Source: an optimization exercise on an open RTL-to-GDS flow (aim: a short achievable clock period and few clock cycles). Production flows keep margins and buffers that such runs may drop.
In this exercise RTL edits were held to simulation tests only and were not proved equivalent to the original.
Power and IR drop assume default switching activity.

<file path="flow/run.sh">
#!/bin/bash
# synth_recipe.tcl (not shown) runs the flow's synth.tcl, then flattens the netlist and writes it again
# the make line also repeats each setting of config.mk as NAME=value (left out here)
make -C /OpenROAD-flow-scripts/flow DESIGN_CONFIG=/design/flow/config.mk WORK_HOME=/design/flow/orfs CLKGATE_MAP_FILE= SYNTH_SCRIPT=/design/flow/synth_recipe.tcl finish
</file>
<file path="flow/config.mk">
export PLATFORM = sky130hd
export DESIGN_NAME = rvPipeline
export DESIGN_NICKNAME = rvPipeline
export VERILOG_FILES = /design/flow/design.v
export SDC_FILE = /design/flow/constraint.sdc
export NUM_CORES = 4
export LEC_CHECK = 0
export ABC_CLOCK_PERIOD_IN_PS = 2500
export CAP_MARGIN = 20
export CORE_MARGIN = 2
export CORE_UTILIZATION = 40
export SETUP_SLACK_MARGIN = 5
export SLEW_MARGIN = 20
export TNS_END_PERCENT = 100
</file>
<file path="flow/constraint.sdc">
create_clock -name core_clock -period 8.0 [get_ports {clk}]
set_input_delay 1.6000 -clock core_clock [delete_from_list [all_inputs] [get_ports {clk}]]
set_output_delay 1.6000 -clock core_clock [all_outputs]
set_load 0.01 [all_outputs]
</file>
<file path="flow/design.v">
package rvPkg;
    typedef logic [31:0] word_t;
    typedef logic [4:0]  regAddr_t;
    localparam logic [6:0] opOp    = 7'b0110011;
    localparam logic [6:0] opOpImm = 7'b0010011;
    localparam logic [6:0] opLoad  = 7'b0000011;
    localparam logic [6:0] opStore = 7'b0100011;
    localparam logic [2:0] f3Word  = 3'b010;
    localparam int aluAdd  = 0;
    localparam int aluSub  = 1;
    localparam int aluAnd  = 2;
    localparam int aluOr   = 3;
    localparam int aluXor  = 4;
    localparam int aluSll  = 5;
    localparam int aluSrl  = 6;
    localparam int aluSra  = 7;
    localparam int aluSlt  = 8;
    localparam int aluSltu = 9;
    localparam int aluOps  = 10;
endpackage
`timescale 1ns/1ns
module fetchDecode (
    input  logic        clk,
    input  logic        rst,
    input  logic        run,
    input  logic        progWrite,
    input  logic [5:0]  progAddr,
    input  logic [31:0] progData,
    input  logic        stall,
    output logic        sValid,
    output logic [4:0]  sRs1,
    output logic [4:0]  sRs2,
    output logic [7:0]  sImm,
    output logic        uValid,
    output logic [4:0]  uRs1,
    output logic [4:0]  uRs2,
    output logic [7:0]  uImm,
    output logic        xValid,
    output logic [4:0]  xRs1,
    output logic [4:0]  xRs2,
    output logic [4:0]  xRd,
    output logic        xLoad,
    output logic        xUseImm,
    output logic [31:0] xImm,
    output logic [9:0]  xAluOp
);
    logic        pwQ;
    logic [5:0]  paQ;
    logic [31:0] pdQ;
    logic [63:0][31:0] imem;
    always_ff @(posedge clk) begin
        pwQ <= progWrite && !run;
        paQ <= progAddr;
        pdQ <= progData;
    end
    genvar gi;
    generate
        for (gi = 0; gi < 64; gi++) begin : gImem
            always_ff @(posedge clk) begin
                if (pwQ && paQ == gi) imem[gi] <= pdQ;
            end
        end
    endgenerate
    logic       fetchOn;
    logic [4:0] fp;           
    logic       f1Valid;
    logic [1:0] f1Hi;
    logic [3:0][63:0] f1Cand, cand;
    logic [7:0] qV;           
    logic       launch;
    generate
        for (gi = 0; gi < 4; gi++) begin : gCand
            assign cand[gi] = {imem[{2'(gi), fp[2:0], 1'b1}], imem[{2'(gi), fp[2:0], 1'b0}]};
        end
    endgenerate
    assign launch = fetchOn && (f1Valid ? !qV[4] : !qV[6]);
    always_ff @(posedge clk) begin
        fetchOn <= run && !rst;
        if (rst || !run) begin
            fp      <= '0;
            f1Valid <= 1'b0;
        end else begin
            f1Valid <= launch;
            if (launch) fp <= fp + 1'b1;
        end
    end
    always_ff @(posedge clk) begin
        f1Cand <= cand;
        f1Hi   <= fp[4:3];
    end
    localparam int EW = 45;
    logic [7:0][EW-1:0] q;
    logic [EW-1:0]      new0, new1;
    logic [63:0]  newPair;
    assign newPair = f1Cand[f1Hi];
    preDecode pre0 (.w(newPair[31:0]),  .aluOp(new0[41:32]), .st(new0[42]), .wr(new0[43]), .ld(new0[44]));
    preDecode pre1 (.w(newPair[63:32]), .aluOp(new1[41:32]), .st(new1[42]), .wr(new1[43]), .ld(new1[44]));
    assign new0[31:0] = newPair[31:0];
    assign new1[31:0] = newPair[63:32];
    logic [EW-1:0] e0, e1, e2, xEnt;
    logic w0, w1, w2, s0, s1;
    logic xAt1, xAt2;
    logic take1, take2, take3;
    assign e0 = q[0];
    assign e1 = q[1];
    assign e2 = q[2];
    assign s0 = e0[42];
    assign s1 = e1[42];
    assign w0 = qV[0] && e0[43];
    assign w1 = qV[1] && e1[43];
    assign w2 = qV[2] && e2[43];
    assign xAt1 = qV[0] && !e0[43] && w1;
    assign xAt2 = qV[0] && !e0[43] && qV[1] && !e1[43] && w2;
    assign take3 = !stall && xAt2;
    assign take2 = !stall && !xAt2 && qV[0] && !e0[43] && qV[1];
    assign take1 = !stall && qV[0] && (e0[43] || !qV[1]);
    assign sValid = !stall && qV[0] && s0;
    assign uValid = !stall && !w0 && qV[1] && s1 && !e1[43];
    assign xValid = !stall && (w0 || xAt1 || xAt2);
    assign xEnt = xAt2 ? e2 : xAt1 ? e1 : e0;
    assign sRs1    = e0[19:15];
    assign sRs2    = e0[24:20];
    assign sImm    = {e0[27:25], e0[11:7]};
    assign uRs1    = e1[19:15];
    assign uRs2    = e1[24:20];
    assign uImm    = {e1[27:25], e1[11:7]};
    assign xLoad   = xEnt[44];
    assign xRs1    = xEnt[19:15];
    assign xRs2    = xEnt[24:20];
    assign xRd     = xEnt[11:7];
    assign xUseImm = xEnt[6:0] != rvPkg::opOp;
    assign xImm    = {{20{xEnt[31]}}, xEnt[31:20]};
    assign xAluOp  = xEnt[41:32];
    logic [3:0][7:0][EW-1:0] nxt;
    logic   [3:0][7:0] nxtV;
    genvar ti;
    generate
        for (ti = 0; ti < 4; ti++) begin : gTake
            for (gi = 0; gi < 8; gi++) begin : gEnt
                localparam int j = gi + ti;
                logic vj, vj1, vj2;
                assign vj  = (j < 8) ? qV[j % 8] : 1'b0;
                assign vj1 = (j == 0) ? 1'b1 : (j - 1 < 8) ? qV[(j + 7) % 8] : 1'b0;
                assign vj2 = (j <= 1) ? 1'b1 : (j - 2 < 8) ? qV[(j + 6) % 8] : 1'b0;
                assign nxt[ti][gi]  = vj ? q[j % 8] : (!vj1 && j >= 1) ? new1 : new0;
                assign nxtV[ti][gi] = vj || (f1Valid && (vj1 || (j >= 1 && vj2)));
            end
        end
    endgenerate
    always_ff @(posedge clk) begin
        if (rst || !run) begin
            qV <= '0;
        end else begin
            qV <= take3 ? nxtV[3] : take2 ? nxtV[2] : take1 ? nxtV[1] : nxtV[0];
        end
    end
    always_ff @(posedge clk) begin
        q <= take3 ? nxt[3] : take2 ? nxt[2] : take1 ? nxt[1] : nxt[0];
    end
endmodule
module preDecode (
    input  logic [31:0] w,
    output logic [9:0]  aluOp,
    output logic        st,      
    output logic        wr,      
    output logic        ld       
);
    logic isOp, isImm, isLd, alt;
    logic [2:0] f3;
    assign f3    = w[14:12];
    assign isOp  = w[6:0] == rvPkg::opOp;
    assign isImm = w[6:0] == rvPkg::opOpImm;
    assign isLd  = w[6:0] == rvPkg::opLoad  && f3 == rvPkg::f3Word;
    assign st    = w[6:0] == rvPkg::opStore && f3 == rvPkg::f3Word;
    assign wr    = (isOp || isImm || isLd) && w[11:7] != 5'd0;
    assign ld    = isLd && w[11:7] != 5'd0;
    assign alt   = w[30] && (isOp || f3 == 3'b101);
    always_comb begin
        aluOp = '0;
        if (isOp || isImm) begin
            case (f3)
                3'b000: aluOp[alt ? rvPkg::aluSub : rvPkg::aluAdd] = 1'b1;
                3'b001: aluOp[rvPkg::aluSll]  = 1'b1;
                3'b010: aluOp[rvPkg::aluSlt]  = 1'b1;
                3'b011: aluOp[rvPkg::aluSltu] = 1'b1;
                3'b100: aluOp[rvPkg::aluXor]  = 1'b1;
                3'b101: aluOp[alt ? rvPkg::aluSra : rvPkg::aluSrl] = 1'b1;
                3'b110: aluOp[rvPkg::aluOr]   = 1'b1;
                default: aluOp[rvPkg::aluAnd] = 1'b1;
            endcase
        end
    end
endmodule
`timescale 1ns/1ns
module hazardForward (
    input  logic [4:0] rs,
    input  logic       eWr,
    input  logic [4:0] eRd,
    input  logic       wWr,
    input  logic [4:0] wRd,
    output logic       fromE,
    output logic       fromW
);
    assign fromE = eWr && eRd == rs;
    assign fromW = wWr && wRd == rs;
endmodule
`timescale 1ns/1ns
module aluExecute (
    input  logic [31:0] a,
    input  logic [31:0] b,
    input  logic [31:0] bx,     
    input  logic        sub,    
    input  logic [4:0]  sh,     
    input  logic [9:0]  op,
    output logic [31:0] res
);
    logic [31:0] g0, p0, s;
    logic [31:0] gk [6];
    logic [31:0] pk [6];
    logic [32:0] c;
    logic [4:0]  shamt;
    logic [31:0] sll, sr;
    logic lt, ltu;
    assign g0  = a & bx;
    assign p0  = a ^ bx;
    assign gk[0] = g0;
    assign pk[0] = p0;
    genvar l, i;
    generate
        for (l = 0; l < 5; l++) begin : gLvl
            for (i = 0; i < 32; i++) begin : gBit
                if (i >= (1 << l)) begin : gComb
                    assign gk[l+1][i] = gk[l][i] | (pk[l][i] & gk[l][i - (1 << l)]);
                    assign pk[l+1][i] = pk[l][i] & pk[l][i - (1 << l)];
                end else begin : gPass
                    assign gk[l+1][i] = gk[l][i];
                    assign pk[l+1][i] = pk[l][i];
                end
            end
        end
    endgenerate
    assign c[0] = sub;
    generate
        for (i = 0; i < 32; i++) begin : gC
            assign c[i+1] = gk[5][i] | (pk[5][i] & sub);
        end
    endgenerate
    assign s   = p0 ^ c[31:0];
    assign ltu = !c[32];
    assign lt  = (a[31] != b[31]) ? a[31] : s[31];
    assign shamt = sh;
    assign sll = a << shamt;
    assign sr  = 32'($signed({op[rvPkg::aluSra] & a[31], a}) >>> shamt);
    assign res = ({32{op[rvPkg::aluAdd] | op[rvPkg::aluSub]}} & s)
               | ({32{op[rvPkg::aluAnd]}}  & (a & b))
               | ({32{op[rvPkg::aluOr]}}   & (a | b))
               | ({32{op[rvPkg::aluXor]}}  & (a ^ b))
               | ({32{op[rvPkg::aluSll]}}  & sll)
               | ({32{op[rvPkg::aluSrl] | op[rvPkg::aluSra]}} & sr)
               | {31'b0, (op[rvPkg::aluSlt] & lt) | (op[rvPkg::aluSltu] & ltu)};
endmodule
module ksAdd8 (
    input  logic [7:0] a,
    input  logic [7:0] b,
    output logic [7:0] s
);
    logic [7:0] gk [4];
    logic [7:0] pk [4];
    assign gk[0] = a & b;
    assign pk[0] = a ^ b;
    genvar l, i;
    generate
        for (l = 0; l < 3; l++) begin : gLvl
            for (i = 0; i < 8; i++) begin : gBit
                if (i >= (1 << l)) begin : gComb
                    assign gk[l+1][i] = gk[l][i] | (pk[l][i] & gk[l][i - (1 << l)]);
                    assign pk[l+1][i] = pk[l][i] & pk[l][i - (1 << l)];
                end else begin : gPass
                    assign gk[l+1][i] = gk[l][i];
                    assign pk[l+1][i] = pk[l][i];
                end
            end
        end
    endgenerate
    assign s = pk[0] ^ {gk[3][6:0], 1'b0};
endmodule
`timescale 1ns/1ns
module memWriteback (
    input  logic        clk,
    input  logic [63:0] wsel,
    input  logic        we,
    input  logic [31:0] wdata,
    input  logic [63:0] wsel2,
    input  logic        we2,
    input  logic [31:0] wdata2,
    input  logic [63:0] rsel,
    output logic [31:0] rdata
);
    logic [63:0][31:0] dmem;
    genvar gi;
    generate
        for (gi = 0; gi < 64; gi++) begin : gDmem
            always_ff @(posedge clk) begin
                if (we2 && wsel2[gi])     dmem[gi] <= wdata2;
                else if (we && wsel[gi])  dmem[gi] <= wdata;
            end
        end
    endgenerate
    always_comb begin
        rdata = '0;
        for (int i = 0; i < 64; i++) begin
            rdata = rdata | ({32{rsel[i]}} & dmem[i]);
        end
    end
endmodule
`timescale 1ns/1ns
module rvPipeline #(
    parameter int imemAddrBits = 6,
    parameter int dmemAddrBits = 6
) (
    input  logic                    clk,
    input  logic                    rst,
    input  logic                    run,
    input  logic                    progWrite,
    input  logic [imemAddrBits-1:0] progAddr,
    input  rvPkg::word_t            progData,
    output logic                    wbValid,
    output rvPkg::regAddr_t         wbReg,
    output rvPkg::word_t            wbData
);
    logic        dSValid, dUValid, dXValid, dXLoad, dXUseImm;
    logic [4:0]  dSRs1, dSRs2, dURs1, dURs2, dXRs1, dXRs2, dXRd;
    logic [7:0]  dSImm, dUImm;
    logic [31:0] dXImm;
    logic [9:0]  dXAluOp;
    fetchDecode fetchDecodeInst (
        .clk(clk), .rst(rst), .run(run),
        .progWrite(progWrite), .progAddr(progAddr), .progData(progData),
        .stall(stall),
        .sValid(dSValid), .sRs1(dSRs1), .sRs2(dSRs2), .sImm(dSImm),
        .uValid(dUValid), .uRs1(dURs1), .uRs2(dURs2), .uImm(dUImm),
        .xValid(dXValid), .xRs1(dXRs1), .xRs2(dXRs2), .xRd(dXRd),
        .xLoad(dXLoad), .xUseImm(dXUseImm), .xImm(dXImm), .xAluOp(dXAluOp)
    );
    logic        stall, addrUse;
    logic        rSValid, rUValid, rXValid, rXLoad, rXUseImm;
    logic [4:0]  rSRs1, rSRs2, rURs1, rURs2, rXRs1, rXRs2, rXRd;
    logic [7:0]  rSImm, rUImm;
    logic [31:0] rXImm;
    logic [9:0]  rXAluOp;
    logic        tSValid, tUValid, tXValid, tXLoad, tXUseImm;
    logic [4:0]  tSRs1, tSRs2, tURs1, tURs2, tXRs1, tXRs2, tXRd;
    logic [7:0]  tSImm, tUImm;
    logic [31:0] tXImm;
    logic [9:0]  tXAluOp;
    assign addrUse = tXValid && ((rXValid && rXLoad && tXRd == rXRs1) ||
                                 (rSValid && tXRd == rSRs1) ||
                                 (rUValid && tXRd == rURs1));
    always_ff @(posedge clk) begin
        if (rst) stall <= 1'b0;
        else     stall <= addrUse && !stall;
    end
    always_ff @(posedge clk) begin
        if (rst) begin
            rSValid <= 1'b0;
            rUValid <= 1'b0;
            rXValid <= 1'b0;
        end else if (!stall) begin
            rSValid <= dSValid;
            rUValid <= dUValid;
            rXValid <= dXValid;
        end
    end
    always_ff @(posedge clk) if (!stall) begin
        rSRs1    <= dSRs1;
        rSRs2    <= dSRs2;
        rSImm    <= dSImm;
        rURs1    <= dURs1;
        rURs2    <= dURs2;
        rUImm    <= dUImm;
        rXRs1    <= dXRs1;
        rXRs2    <= dXRs2;
        rXRd     <= dXRd;
        rXLoad   <= dXLoad;
        rXUseImm <= dXUseImm;
        rXImm    <= dXImm;
        rXAluOp  <= dXAluOp;
    end
    logic        eSValid, eUValid, eXValid, eXLoad;
    logic [4:0]  eXRd;
    logic [9:0]  eXAluOp;
    logic [31:0] eXA, eXB, eXBx, eSD, eUD;
    logic        eXSub;
    logic [4:0]  eXSh;
    logic [5:0]  eSAddr, eUAddr;
    logic [63:0] eSSel, eUSel;
    logic [5:0]  eXAddr;
    logic [63:0] eXSel;
    logic        wValid;
    logic [4:0]  wRd;
    logic [31:0] wValue;
    logic [31:1] wEn;
    logic [31:1][31:0] regs;
    logic [31:0][31:0] rfView;
    assign rfView = {regs, 32'h0};
    assign wValid = wbValid;
    logic [31:0] tXAv, tXBv, tSAv, tSDv, tUAv, tUDv;
    always_ff @(posedge clk) begin
        if (rst) begin
            tSValid <= 1'b0;
            tUValid <= 1'b0;
            tXValid <= 1'b0;
        end else if (!stall) begin
            tSValid <= rSValid;
            tUValid <= rUValid;
            tXValid <= rXValid;
        end
    end
    always_ff @(posedge clk) if (!stall) begin
        tSRs1    <= rSRs1;
        tSRs2    <= rSRs2;
        tSImm    <= rSImm;
        tURs1    <= rURs1;
        tURs2    <= rURs2;
        tUImm    <= rUImm;
        tXRs1    <= rXRs1;
        tXRs2    <= rXRs2;
        tXRd     <= rXRd;
        tXLoad   <= rXLoad;
        tXUseImm <= rXUseImm;
        tXImm    <= rXImm;
        tXAluOp  <= rXAluOp;
        tXAv     <= (wValid && wRd == rXRs1) ? wValue : rfView[rXRs1];
        tXBv     <= (wValid && wRd == rXRs2) ? wValue : rfView[rXRs2];
        tSAv     <= (wValid && wRd == rSRs1) ? wValue : rfView[rSRs1];
        tSDv     <= (wValid && wRd == rSRs2) ? wValue : rfView[rSRs2];
        tUAv     <= (wValid && wRd == rURs1) ? wValue : rfView[rURs1];
        tUDv     <= (wValid && wRd == rURs2) ? wValue : rfView[rURs2];
    end else begin
        tXAv     <= xaVal;
        tXBv     <= xbVal;
        tSAv     <= saVal;
        tSDv     <= sdVal;
        tUAv     <= uaVal;
        tUDv     <= udVal;
    end
    logic xaE, xaW, xbE, xbW, saE, saW, sdE, sdW, uaE, uaW, udE, udW;
    hazardForward hazXA (.rs(tXRs1), .eWr(eXValid), .eRd(eXRd), .wWr(wValid), .wRd(wRd),
                         .fromE(xaE), .fromW(xaW));
    hazardForward hazXB (.rs(tXRs2), .eWr(eXValid), .eRd(eXRd), .wWr(wValid), .wRd(wRd),
                         .fromE(xbE), .fromW(xbW));
    hazardForward hazSA (.rs(tSRs1), .eWr(eXValid), .eRd(eXRd), .wWr(wValid), .wRd(wRd),
                         .fromE(saE), .fromW(saW));
    hazardForward hazSD (.rs(tSRs2), .eWr(eXValid), .eRd(eXRd), .wWr(wValid), .wRd(wRd),
                         .fromE(sdE), .fromW(sdW));
    hazardForward hazUA (.rs(tURs1), .eWr(eXValid), .eRd(eXRd), .wWr(wValid), .wRd(wRd),
                         .fromE(uaE), .fromW(uaW));
    hazardForward hazUD (.rs(tURs2), .eWr(eXValid), .eRd(eXRd), .wWr(wValid), .wRd(wRd),
                         .fromE(udE), .fromW(udW));
    logic [31:0] xaVal, xbVal, saVal, sdVal, uaVal, udVal;
    assign xaVal = xaW ? wValue : tXAv;
    assign xbVal = xbW ? wValue : tXBv;
    assign saVal = saW ? wValue : tSAv;
    assign sdVal = sdW ? wValue : tSDv;
    assign uaVal = uaW ? wValue : tUAv;
    assign udVal = udW ? wValue : tUDv;
    logic [7:0] tXAddr, addrR, addrW;
    ksAdd8 rAddrInst (.a(tXAv[7:0]),   .b(tXImm[7:0]), .s(addrR));
    ksAdd8 wAddrInst (.a(wValue[7:0]), .b(tXImm[7:0]), .s(addrW));
    assign tXAddr = xaW ? addrW : addrR;
    logic [7:0] tSAddr, sAddrR, sAddrW, tUAddr, uAddrR, uAddrW;
    ksAdd8 sAddrRInst (.a(tSAv[7:0]),   .b(tSImm), .s(sAddrR));
    ksAdd8 sAddrWInst (.a(wValue[7:0]), .b(tSImm), .s(sAddrW));
    ksAdd8 uAddrRInst (.a(tUAv[7:0]),   .b(tUImm), .s(uAddrR));
    ksAdd8 uAddrWInst (.a(wValue[7:0]), .b(tUImm), .s(uAddrW));
    assign tSAddr = saW ? sAddrW : sAddrR;
    assign tUAddr = uaW ? uAddrW : uAddrR;
    always_ff @(posedge clk) begin
        if (rst) begin
            eSValid <= 1'b0;
            eUValid <= 1'b0;
            eXValid <= 1'b0;
        end else begin
            eSValid <= tSValid && !stall;
            eUValid <= tUValid && !stall;
            eXValid <= tXValid && !stall;
        end
    end
    logic        tXSub, tXShift;
    logic [31:0] xRes;
    assign tXSub = tXAluOp[rvPkg::aluSub] | tXAluOp[rvPkg::aluSlt] | tXAluOp[rvPkg::aluSltu];
    assign tXShift = tXAluOp[rvPkg::aluSll] | tXAluOp[rvPkg::aluSrl] | tXAluOp[rvPkg::aluSra];
    always_ff @(posedge clk) begin
        eXLoad  <= tXLoad;
        eXRd    <= tXRd;
        eXAluOp <= tXAluOp;
        eXSub   <= tXSub;
        eXAddr  <= tXAddr[7:2];
        for (int i = 0; i < 64; i++) eXSel[i] <= tXLoad && tXAddr[7:2] == i;
        eSAddr  <= tSAddr[7:2];
        eUAddr  <= tUAddr[7:2];
        for (int i = 0; i < 64; i++) begin
            eUSel[i] <= tUValid && tUAddr[7:2] == i;
            eSSel[i] <= tSValid && tSAddr[7:2] == i && !(tUValid && tUAddr[7:2] == i);
        end
        eXA     <= xaE ? xRes : xaVal;
        eXB     <= tXUseImm ? tXImm : xbE ? xRes : xbVal;
        eXSh    <= !tXShift ? 5'd0 : tXUseImm ? tXImm[4:0] : xbE ? xRes[4:0] : xbVal[4:0];
        eXBx    <= tXUseImm ? tXImm ^ {32{tXSub}} :
                   xbE ? xRes ^ {32{tXSub}} : xbVal ^ {32{tXSub}};
        eSD     <= sdE ? xRes : sdVal;
        eUD     <= udE ? xRes : udVal;
    end
    logic [31:0] aluRes, memWord, loadWord;
    aluExecute aluExecuteInst (
        .a(eXA), .b(eXB), .bx(eXBx), .sub(eXSub), .sh(eXSh), .op(eXAluOp), .res(aluRes)
    );
    memWriteback memWritebackInst (
        .clk(clk), .wsel(eSSel), .we(eSValid), .wdata(eSD),
        .wsel2(eUSel), .we2(eUValid), .wdata2(eUD),
        .rsel(eXSel), .rdata(memWord)
    );
    logic hitU, hitS;
    assign hitU     = eXLoad && eUValid && eUAddr == eXAddr;
    assign hitS     = eXLoad && eSValid && eSAddr == eXAddr && !hitU;
    assign loadWord = ({32{hitU}} & eUD) | ({32{hitS}} & eSD) |
                      ({32{!hitU && !hitS}} & memWord);
    assign xRes     = loadWord | aluRes;
    always_ff @(posedge clk) begin
        if (rst) begin
            wbValid <= 1'b0;
        end else begin
            wbValid <= eXValid;
        end
    end
    always_ff @(posedge clk) begin
        wbReg  <= eXRd;
        wbData <= xRes;
    end
    always_ff @(posedge clk) begin
        if (rst) begin
            wRd    <= '0;
            wValue <= '0;
        end else if (eXValid) begin
            wRd    <= eXRd;
            wValue <= xRes;
        end
    end
    genvar gi;
    generate
        for (gi = 1; gi < 32; gi++) begin : gWen
            always_ff @(posedge clk) begin
                if (rst) wEn[gi] <= 1'b0;
                else     wEn[gi] <= eXValid && eXRd == gi;
            end
            always_ff @(posedge clk) begin
                if (wEn[gi]) regs[gi] <= wValue;
            end
        end
    endgenerate
endmodule
</file>
==> metrics.cfg, run 1 <==
[routing]
ant_nets=0
first_pass_iters=10
drt-vias-per-instance=6.972
drc=0
wl_per_cell_um=41.77
dr_total_vias=218300
first_iter_violations=39120
routed_wl_mm=1308

[clock_network]
clockBufferDepth=4
cts_num_sinks=6528
hold_buffers=0
cts.clk_slew.worst_paths_ns=0.06
tritoncts=built
cts_buffers=697
h-tree-depth=6
clk_latency_ns=1.27
root_buffer=clkbuf_16

[power]
p_clk_share_pct=43.7
p_sw_share_pct=23.79
p_int_mw=57.79
p_seq_share_pct=49.4
p_per_area_nw_per_um2=207.5
p_comb_share_pct=6.9
netSwitchingPower_mw=18.04
ir_worst_vdd_mv=0.2769
p_leak_nw=122.8

[yosys]
synth_seq_area_share_pct=59.68
ys_types=91
synth_edf_count=5286
synth_top_area_cell=edfxtp_1
synthFlopType=edfxtp_1
yosys-top-cells-count=5286 x edfxtp_1, 2480 x mux2_2, 1934 x mux4_2
synth.avg_cell_area_um2=15.23
synth-async-reset-ratio_pct=0
yosysWarnings=10
synth_fp_nets=20380
yosysMostFrequentCell=edfxtp_1
synth_cells=20200
syn-cell-area_um2=307600
synthTopCellsByArea=edfxtp_1 52%, mux4_2 14%, mux2_2 9.1%
netlist.area_leader.share_pct=51.60
ys_ff_latch=6528

[sta]
hold_viol_final=0
post-route-min-period_ns=3.642
skew_ns=0.1666
fmax_ghz=0.2746
timing.final.max_slew_violations=0
post-route-period-util_pct=45.53
slew_headroom_pct=5.576
rsz0062_at_grt=true
hold_slack_ns=0.3409
setup_violations=0
tightest_slew_ns=1.416
tns_ns=0

[die]
start_util_pct=40.08
coreArea_um2=767500
die-height_um=881.0
ios=80
rows=322
die_area_um2=776100
die_w_um=881.0

[placed_design]
postPlaceCellArea_um2=321200
place_hpwl_mm=694.3
port_buffers=79
place_congestion=0.9552

[global_routing]
grt_pass1_vias=200000
grt_start_max_net_pins=186
grt_overflow=0
met1_usage_pct=40.79
grt_first_pass_wirelength_mm=1730
busiest_layer=met2
antenna_found_initial=108
gr-usage-met3_pct=12.97
grt_usage_pct=32.14
grt_util_met2_pct=45.45

[worst_hold_path]
hold_depth=0
hold_path_class=reg -> reg

[critical_path]
end_kind=register
cp.arrival_ns=4.65
rrSetupSlack_ns=4.36
crit_type=reg -> reg
critPathMaxFanout=3
reg2reg_depth=14
crit_required_ns=9.01
setup.worst_path.start_class=register

[layout]
nets=20590
drive_above_1_share_pct=40.85
areaGrowthSynthToFinish_pct=18.77
num-fill-cells=64640
fin_area_um2=365400

[run]
drv_cap=0

[run_status]
outcome=no timing/DRC/antenna violations

## routing by layer
| layer | routed length [um] | share of wire, % |
|---|---|---|
| met5 | 1616 | 0.12 |
| met4 | 109400 | 8.4 |
| met3 | 197700 | 15 |
| met2 | 542500 | 41 |
| met1 | 456500 | 35 |
## cell usage in the layout, fill, tap and decap left out, types with 205 or more instances in the layout
| cell type | netlist | layout |
|---|---|---|
| a21oi_1 | 754 | 601 |
| a221oi_1 | 519 | 205 |
| a221oi_2 | 2 | 259 |
| a22o_1 | 626 | 587 |
| buf_4 | 2 | 849 |
| buf_6 | 3 | 232 |
| clkbuf_16 | 0 | 737 |
| dfxtp_1 | 1242 | 955 |
| edfxtp_1 | 5286 | 5286 |
| mux2_2 | 2480 | 2469 |
| mux2i_1 | 492 | 402 |
| mux4_2 | 1934 | 1935 |
| nand2_1 | 1169 | 973 |
| nor2_1 | 934 | 828 |
| o21ai_0 | 733 | 617 |
## area by class of cell
class	instances	area (um^2)	area share [%]
Multi-Input combinational cell	11510	125900	34.45
Timing Repair Buffer	1524	18530	5.070
Clock inverter	335	3602	0.9859
Sequential cell	6528	184400	50.46
Tap cell	10210	12770	3.495
Inverter	145	583.1	0.1596
Antenna cell	102	255.2	0.06986
Clock buffer	958	19380	5.305
## timing repair
item | 4_1_cts | 5_1_grt
cloned | 77 | 44
setup endpoints to repair | 3485 | 1071
pin swaps | 298 | 310
resized for setup | 1892 | 728
setup buffers | 535 | 165
## power by group through the flow
stage	sequential (mW)	combinational [mW]	clock [mW]
CTS	37.4	4.85	33.1
global placement	38.2	4.45	0
detailed placement	38.2	4.51	0
finish	37.5	5.23	33.1
global route	37.5	5.40	34.4
floorplan	37.9	3.13	0
## worst max-delay path, stage by stage (launching register included)
cell       delay (ns)
dfxtp_2          0.33
buf_12           0.13
buf_4            0.13
buf_6            0.11
buf_12           0.14
a22o_4           0.25
a221oi_4         0.34
nand4_1          0.24
or4_4            0.70
a221oi_2         0.30
o2111ai_1        0.14
buf_4            0.21
o21ai_2          0.13
nand2_2          0.09
xnor2_1          0.13
## registers in the layout (all words and copies together) (netlist names), 64 cells and up
register,count
fetchDecodeInst.imem,2048
eSSel,64
eXSel,64
fetchDecodeInst.q,336
memWritebackInst.dmem,2048
fetchDecodeInst.f1Cand,256
regs,992
eUSel,64
## stage by stage
stage               std cells  util [%]  power, mW  worst slack [ns]
finish                  31310     47.61      75.83             4.358
CTS                     31000     46.83      75.43             4.517
global route            31230     47.58      77.32             4.436
detailed placement      29100     41.84      42.71             3.150
floorplan               20200         -      41.03             4.796
global placement        29090     41.84      42.65             3.219
## worst paths after layout
check / end / start
hold reg to reg: eXAluOp[4] / tXAluOp[4]
setup / recovery: eXBx[6] / eXSel[30]
hold / removal: eXAluOp[4] / tXAluOp[4]
setup reg to reg: eXBx[6] / eXSel[30]
## cell families after synthesis
kind of cell / after synthesis / synth area share (%)
buffers and inverters: 2182 / 2.696
AO/OA/AOI/OAI: 3490 / 7.795
adder cells (fa/ha/maj): 134 / 0.5475
AND/OR/NAND/NOR: 2773 / 3.909
multiplexers: 4907 / 24.84
XOR/XNOR: 186 / 0.5296
flip-flops: 6528 / 59.68
Testbench counts, summed over its fixed seeds: cycles 26,141.
==> run 2, diff against run 1 <==
--- a/flow/design.v
+++ b/flow/design.v
@@ -88,13 +88,14 @@
         f1Cand <= cand;
         f1Hi   <= fp[4:3];
     end
-    localparam int EW = 45;
+    localparam int EW = 35;
     logic [7:0][EW-1:0] q;
     logic [EW-1:0]      new0, new1;
     logic [63:0]  newPair;
     assign newPair = f1Cand[f1Hi];
-    preDecode pre0 (.w(newPair[31:0]),  .aluOp(new0[41:32]), .st(new0[42]), .wr(new0[43]), .ld(new0[44]));
-    preDecode pre1 (.w(newPair[63:32]), .aluOp(new1[41:32]), .st(new1[42]), .wr(new1[43]), .ld(new1[44]));
+    logic [9:0] newOp0, newOp1;    
+    preDecode pre0 (.w(newPair[31:0]),  .aluOp(newOp0), .st(new0[32]), .wr(new0[33]), .ld(new0[34]));
+    preDecode pre1 (.w(newPair[63:32]), .aluOp(newOp1), .st(new1[32]), .wr(new1[33]), .ld(new1[34]));
     assign new0[31:0] = newPair[31:0];
     assign new1[31:0] = newPair[63:32];
     logic [EW-1:0] e0, e1, e2, xEnt;
@@ -104,18 +105,18 @@
     assign e0 = q[0];
     assign e1 = q[1];
     assign e2 = q[2];
-    assign s0 = e0[42];
-    assign s1 = e1[42];
-    assign w0 = qV[0] && e0[43];
-    assign w1 = qV[1] && e1[43];
-    assign w2 = qV[2] && e2[43];
-    assign xAt1 = qV[0] && !e0[43] && w1;
-    assign xAt2 = qV[0] && !e0[43] && qV[1] && !e1[43] && w2;
+    assign s0 = e0[32];
+    assign s1 = e1[32];
+    assign w0 = qV[0] && e0[33];
+    assign w1 = qV[1] && e1[33];
+    assign w2 = qV[2] && e2[33];
+    assign xAt1 = qV[0] && !e0[33] && w1;
+    assign xAt2 = qV[0] && !e0[33] && qV[1] && !e1[33] && w2;
     assign take3 = !stall && xAt2;
-    assign take2 = !stall && !xAt2 && qV[0] && !e0[43] && qV[1];
-    assign take1 = !stall && qV[0] && (e0[43] || !qV[1]);
+    assign take2 = !stall && !xAt2 && qV[0] && !e0[33] && qV[1];
+    assign take1 = !stall && qV[0] && (e0[33] || !qV[1]);
     assign sValid = !stall && qV[0] && s0;
-    assign uValid = !stall && !w0 && qV[1] && s1 && !e1[43];
+    assign uValid = !stall && !w0 && qV[1] && s1 && !e1[33];
     assign xValid = !stall && (w0 || xAt1 || xAt2);
     assign xEnt = xAt2 ? e2 : xAt1 ? e1 : e0;
     assign sRs1    = e0[19:15];
@@ -124,13 +125,18 @@
     assign uRs1    = e1[19:15];
     assign uRs2    = e1[24:20];
     assign uImm    = {e1[27:25], e1[11:7]};
-    assign xLoad   = xEnt[44];
+    assign xLoad   = xEnt[34];
     assign xRs1    = xEnt[19:15];
     assign xRs2    = xEnt[24:20];
     assign xRd     = xEnt[11:7];
     assign xUseImm = xEnt[6:0] != rvPkg::opOp;
     assign xImm    = {{20{xEnt[31]}}, xEnt[31:20]};
-    assign xAluOp  = xEnt[41:32];
+    logic [9:0] op0, op1, op2;
+    logic       dst0, dwr0, dld0, dst1, dwr1, dld1, dst2, dwr2, dld2;
+    preDecode dec0 (.w(e0[31:0]), .aluOp(op0), .st(dst0), .wr(dwr0), .ld(dld0));
+    preDecode dec1 (.w(e1[31:0]), .aluOp(op1), .st(dst1), .wr(dwr1), .ld(dld1));
+    preDecode dec2 (.w(e2[31:0]), .aluOp(op2), .st(dst2), .wr(dwr2), .ld(dld2));
+    assign xAluOp  = xAt2 ? op2 : xAt1 ? op1 : op0;
     logic [3:0][7:0][EW-1:0] nxt;
     logic   [3:0][7:0] nxtV;
     genvar ti;
@@ -293,8 +299,8 @@
     input  logic [63:0] wsel2,
     input  logic        we2,
     input  logic [31:0] wdata2,
-    input  logic [63:0] rsel,
-    output logic [31:0] rdata
+    input  logic [7:0]  rsel,
+    output logic [7:0][31:0] rpart
 );
     logic [63:0][31:0] dmem;
     genvar gi;
@@ -307,9 +313,11 @@
         end
     endgenerate
     always_comb begin
-        rdata = '0;
-        for (int i = 0; i < 64; i++) begin
-            rdata = rdata | ({32{rsel[i]}} & dmem[i]);
+        for (int g = 0; g < 8; g++) begin
+            rpart[g] = '0;
+            for (int j = 0; j < 8; j++) begin
+                rpart[g] = rpart[g] | ({32{rsel[j]}} & dmem[g * 8 + j]);
+            end
         end
     end
 endmodule
@@ -395,7 +403,8 @@
     logic [5:0]  eSAddr, eUAddr;
     logic [63:0] eSSel, eUSel;
     logic [5:0]  eXAddr;
-    logic [63:0] eXSel;
+    logic [7:0]  eXGrp;
+    logic [7:0][31:0] ePart, part;
     logic        wValid;
     logic [4:0]  wRd;
     logic [31:0] wValue;
@@ -496,7 +505,8 @@
         eXAluOp <= tXAluOp;
         eXSub   <= tXSub;
         eXAddr  <= tXAddr[7:2];
-        for (int i = 0; i < 64; i++) eXSel[i] <= tXLoad && tXAddr[7:2] == i;
+        for (int i = 0; i < 8; i++) eXGrp[i] <= tXLoad && tXAddr[7:5] == i;
+        ePart   <= part;
         eSAddr  <= tSAddr[7:2];
         eUAddr  <= tUAddr[7:2];
         for (int i = 0; i < 64; i++) begin
@@ -512,19 +522,49 @@
         eUD     <= udE ? xRes : udVal;
     end
     logic [31:0] aluRes, memWord, loadWord;
+    logic [7:0]  rowSel;
+    always_comb begin
+        for (int i = 0; i < 8; i++) rowSel[i] = tXAddr[4:2] == i;
+    end
+    always_comb begin
+        memWord = '0;
+        for (int i = 0; i < 8; i++) memWord = memWord | ({32{eXGrp[i]}} & ePart[i]);
+    end
+    logic        wSValid, wUValid;
+    logic [5:0]  wSAddr, wUAddr;
+    logic [31:0] wSD, wUD;
+    always_ff @(posedge clk) begin
+        if (rst) begin
+            wSValid <= 1'b0;
+            wUValid <= 1'b0;
+        end else begin
+            wSValid <= eSValid;
+            wUValid <= eUValid;
+        end
+    end
+    always_ff @(posedge clk) begin
+        wSAddr <= eSAddr;
+        wUAddr <= eUAddr;
+        wSD    <= eSD;
+        wUD    <= eUD;
+    end
     aluExecute aluExecuteInst (
         .a(eXA), .b(eXB), .bx(eXBx), .sub(eXSub), .sh(eXSh), .op(eXAluOp), .res(aluRes)
     );
     memWriteback memWritebackInst (
         .clk(clk), .wsel(eSSel), .we(eSValid), .wdata(eSD),
         .wsel2(eUSel), .we2(eUValid), .wdata2(eUD),
-        .rsel(eXSel), .rdata(memWord)
+        .rsel(rowSel), .rpart(part)
     );
-    logic hitU, hitS;
+    logic hitU, hitS, hitWU, hitWS, hitMem;
     assign hitU     = eXLoad && eUValid && eUAddr == eXAddr;
     assign hitS     = eXLoad && eSValid && eSAddr == eXAddr && !hitU;
+    assign hitWU    = eXLoad && wUValid && wUAddr == eXAddr && !hitU && !hitS;
+    assign hitWS    = eXLoad && wSValid && wSAddr == eXAddr && !hitU && !hitS && !hitWU;
+    assign hitMem   = !hitU && !hitS && !hitWU && !hitWS;
     assign loadWord = ({32{hitU}} & eUD) | ({32{hitS}} & eSD) |
-                      ({32{!hitU && !hitS}} & memWord);
+                      ({32{hitWU}} & wUD) | ({32{hitWS}} & wSD) |
+                      ({32{hitMem}} & memWord);
     assign xRes     = loadWord | aluRes;
     always_ff @(posedge clk) begin
         if (rst) begin
==> run 2 against run 1 <==
Area after synthesis is 2.2% higher. First-iteration DRC count shrank 8.5%. Flip-flop and latch count is 222 higher. Synthesized cell count grew 2.9%. Count of clock-buffer cells in the layout up 32. Largest cell class unchanged. Largest power group unchanged. Highest routed layer unchanged.
==> metrics.cfg, run 2 <==
[sta]
post-route-min-period_ns=3.726  ; was 3.642 ns
slew_headroom_pct=13.67  ; was 5.576%
skew_ns=0.1552  ; was 0.1666 ns
hold_slack_ns=0.3405  ; was 0.3409 ns
hold_viol_final=0  ; unchanged
post-route-period-util_pct=46.58  ; was 45.53%
setup_violations=0  ; unchanged
fmax_ghz=0.2684  ; was 0.2746 GHz
timing.final.max_slew_violations=0  ; unchanged
rsz0062_at_grt=true  ; unchanged
tightest_slew_ns=1.291  ; was 1.416 ns
tns_ns=0  ; unchanged

[yosys]
ys_types=100  ; was 91
synth-async-reset-ratio_pct=0  ; unchanged
synth_fp_nets=20970  ; was 20.38k
synthTopCellsByArea=edfxtp_1 50%, mux4_2 14%, dfxtp_1 9.4%  ; was edfxtp_1 52%, mux4_2 14%, mux2_2 9.1%
synth_cells=20800  ; was 20.20k
yosysMostFrequentCell=edfxtp_1  ; unchanged
synth_top_area_cell=edfxtp_1  ; unchanged
synthFlopType=edfxtp_1  ; unchanged
synth_seq_area_share_pct=59.80  ; was 59.68%
synth_edf_count=5279  ; was 5286
yosysWarnings=10  ; unchanged
syn-cell-area_um2=314300  ; was 307600 um^2
ys_ff_latch=6750  ; was 6528
synth.avg_cell_area_um2=15.12  ; was 15.23 um^2
yosys-top-cells-count=5279 x edfxtp_1, 2477 x mux2_2, 1958 x mux4_2  ; was 5286 x edfxtp_1, 2480 x mux2_2, 1934 x mux4_2
netlist.area_leader.share_pct=50.43  ; was 51.60%

[layout]
drive_above_1_share_pct=43.25  ; was 40.85%
areaGrowthSynthToFinish_pct=22.16  ; was 18.77%
fin_util_pct=49.03  ; was 47.61%
mostFrequentLayoutCells=5279 x edfxtp_1, 2460 x mux2_2, 1964 x mux4_2  ; was 5286 x edfxtp_1, 2469 x mux2_2, 1935 x mux4_2
top_regs=fetchDecodeInst.imem (2048), memWritebackInst.dmem (2048), regs (992)  ; unchanged
fin_cells=32690  ; was 31.31k
mostFrequentLayoutCell=edfxtp_1  ; unchanged
nets=21710  ; was 20.59k
fin_area_um2=384000  ; was 365400 um^2

[global_routing]
grt_usage_pct=30.07  ; was 32.14%
grt_first_pass_wirelength_mm=1683  ; was 1730 mm
grt_start_max_net_pins=136  ; was 186
antenna_found_initial=123  ; was 108
grt_pass1_vias=201000  ; was 200.0k
grt_overflow=0  ; unchanged

[placed_design]
dp.cells=29840  ; was 29.10k
port_buffers=79  ; unchanged
postPlaceCellArea_um2=326700  ; was 321200 um^2
place_hpwl_mm=615.1  ; was 694.3 mm
place_congestion=0.9837  ; was 0.9552

[routing]
first_pass_iters=9  ; was 10
first_iter_violations=35800  ; was 39.12k
drt-vias-per-instance=6.671  ; was 6.972
wl_per_cell_um=39.08  ; was 41.77 um
drc=0  ; unchanged
dr_total_vias=218100  ; was 218.3k
ant_nets=0  ; unchanged
routed_wl_mm=1278  ; was 1308 mm

[worst_hold_path]
hold_path_class=reg -> reg  ; unchanged

[die]
start_util_pct=40.13  ; was 40.08%
coreArea_um2=783200  ; was 767500 um^2
rows=325  ; was 322
die_w_um=890.5  ; was 881.0 um
die_area_um2=792900  ; was 776100 um^2
ios=80  ; unchanged
die-height_um=890.5  ; was 881.0 um

[critical_path]
critPathMaxFanout=4  ; was 3
critPathSlowestCell=nand4_1  ; was or4_4
max_stage_delay_ns=1.05  ; was 0.70 ns
crit_required_ns=9.01  ; about the same
cp_common_cell=buf_12
crit_chain=buf_12, buf_12, buf_8, buf_6, a22oi_2, nand4_1, nand2_1, and3_4, nand2_2, a22o_4, xnor2_1  ; was buf_12, buf_4, buf_6, buf_12, a22o_4, a221oi_4, nand4_1, or4_4, a221oi_2, o2111ai_1, buf_4, o21ai_2, nand2_2, xnor2_1
end_kind=register  ; unchanged
cp.arrival_ns=4.74  ; was 4.65 ns
crit_family=simple AND/OR/NAND/NOR gates  ; was compound AO/OA/AOI/OAI gates
crit_type=reg -> reg  ; unchanged
setup.worst_path.start_class=register  ; unchanged
cp_num_buf_inv=4  ; was 5

[clock_network]
hold_buffers=0  ; unchanged
tritoncts=built  ; unchanged
clk_latency_ns=1.22  ; was 1.27 ns
root_buffer=clkbuf_16  ; unchanged
cts.clk_slew.worst_paths_ns=0.06  ; about the same
h-tree-depth=6  ; unchanged
clockBufferDepth=4  ; unchanged
cts_num_sinks=6750  ; was 6528
cts_buffers=705  ; was 697

[run_status]
outcome=no timing/DRC/antenna violations  ; unchanged

[power]
p_leak_nw=128.5  ; was 122.8 nW
ir_worst_vdd_mv=0.2894  ; was 0.2769 mV
p_per_area_nw_per_um2=226.0  ; was 207.5 nW/um^2

[run]
drv_cap=0  ; unchanged

==> run 2: metrics by stage <==
step | setup WS, ns | total power, mW
after floorplan | 5.011 | 44.43
after global placement | 2.514 | 48.19
after detailed placement | 2.577 | 48.25
after CTS | 4.623 | 84.83
after global routing | 4.535 | 88.08
final | 4.274 | 86.79
==> run 2: worst min-delay path: cells and delay by family (launching register included) <==
| family | cells | cell delay [ns] |
|---|---|---|
| flops | 1 | 0.32 |
| compound gates | 1 | 0.07 |
| simple gates | 1 | 0.07 |
==> run 2: what timing repair did <==
item,in CTS,in global routing
cloned,276,112
pin swaps,527,696
setup endpoints to repair,1748,1009
resized for setup,1993,1454
buffers inserted,582,480
==> run 2: metal layers <==
metal  part of all wire (%)  global-route usage [%]  wire (um)
met1                     35                   38.68     448900
met2                     42                   43.91     541400
met3                     14                   9.824     180900
met4                    8.2                   19.05     105400
met5                  0.093                  0.1968       1191
==> run 2: area by class of cell <==
cell class	count	area [um^2]
Multi-Input combinational cell	11800	128500
Sequential cell	6750	188500
Clock buffer	990	19840
Antenna cell	78	195.2
Inverter	171	715.7
Clock inverter	338	3626
Fill cell	65180	399200
Tap cell	10460	13090
Timing Repair inverter	4	77.57
Timing Repair Buffer	2097	29380
==> run 2: worst paths after layout <==
check                              start    endpoint  slack (ns)  depth (start not counted)
max reg2reg                     eXGrp[0]     eXBx[3]        4.27                         11
min          memWritebackInst.dmem[1811]  ePart[243]        0.34                          2
min reg2reg  memWritebackInst.dmem[1811]  ePart[243]        0.34                          2
max                             eXGrp[0]     eXBx[3]        4.27                         11
==> run 2: report_power, final <==
| part | total, mW | internal (mW) | switching (mW) |
|---|---|---|---|
| Combinational | 12.5 | 5.12 | 7.35 |
| Sequential | 40.7 | 38.7 | 1.99 |
| Clock | 33.6 | 18.8 | 14.8 |
==> run 2: cell families after synthesis <==
group                      after synthesis  synth area share [%]
AOI/OAI and AO/OA                     3251                 7.000
xor gates and xnor gates               207                0.5768
adders and majority gates              135                0.5398
buffers and inverters                 2271                 2.808
DFF                                   6750                 59.80
muxes                                 5069                 24.92
and+or+nand+nor                       3112                 4.349
Testbench counts of run 2, summed over its fixed seeds: cycles 26,141.

## separate check: timing with driven ports
In the flow no input, the clock included, has a driving cell. The finished layouts below were timed again as built, in two steps.
Step 1, drivers: a clkbuf_16 drives clk and a buf_2 each remaining input, both assumed.
Step 2 adds t to the input delays and takes it off the output delays; t is the mean of the earliest and latest rising clock arrival at the registers after step 1. Input paths then give back, and output paths get back, about the clock's delay inside the block.
a / b / c = ideal ports / drivers / drivers and shift; a / b = the first two.
run | t (ns) | setup slack, ns | worst hold slack (ns)
run 1 | 1.316 | 4.358 / 4.358 / 4.052 | 0.341 / 0.341 / 0.341
run 2 | 1.297 | 4.274 / 4.274 / 4.190 | 0.341 / 0.341 / 0.341
After both steps every run listed still meets setup and hold. The setup slack of run 1, which loses most, moves by 0.000 ns with the drivers and by -0.306 ns with both steps.
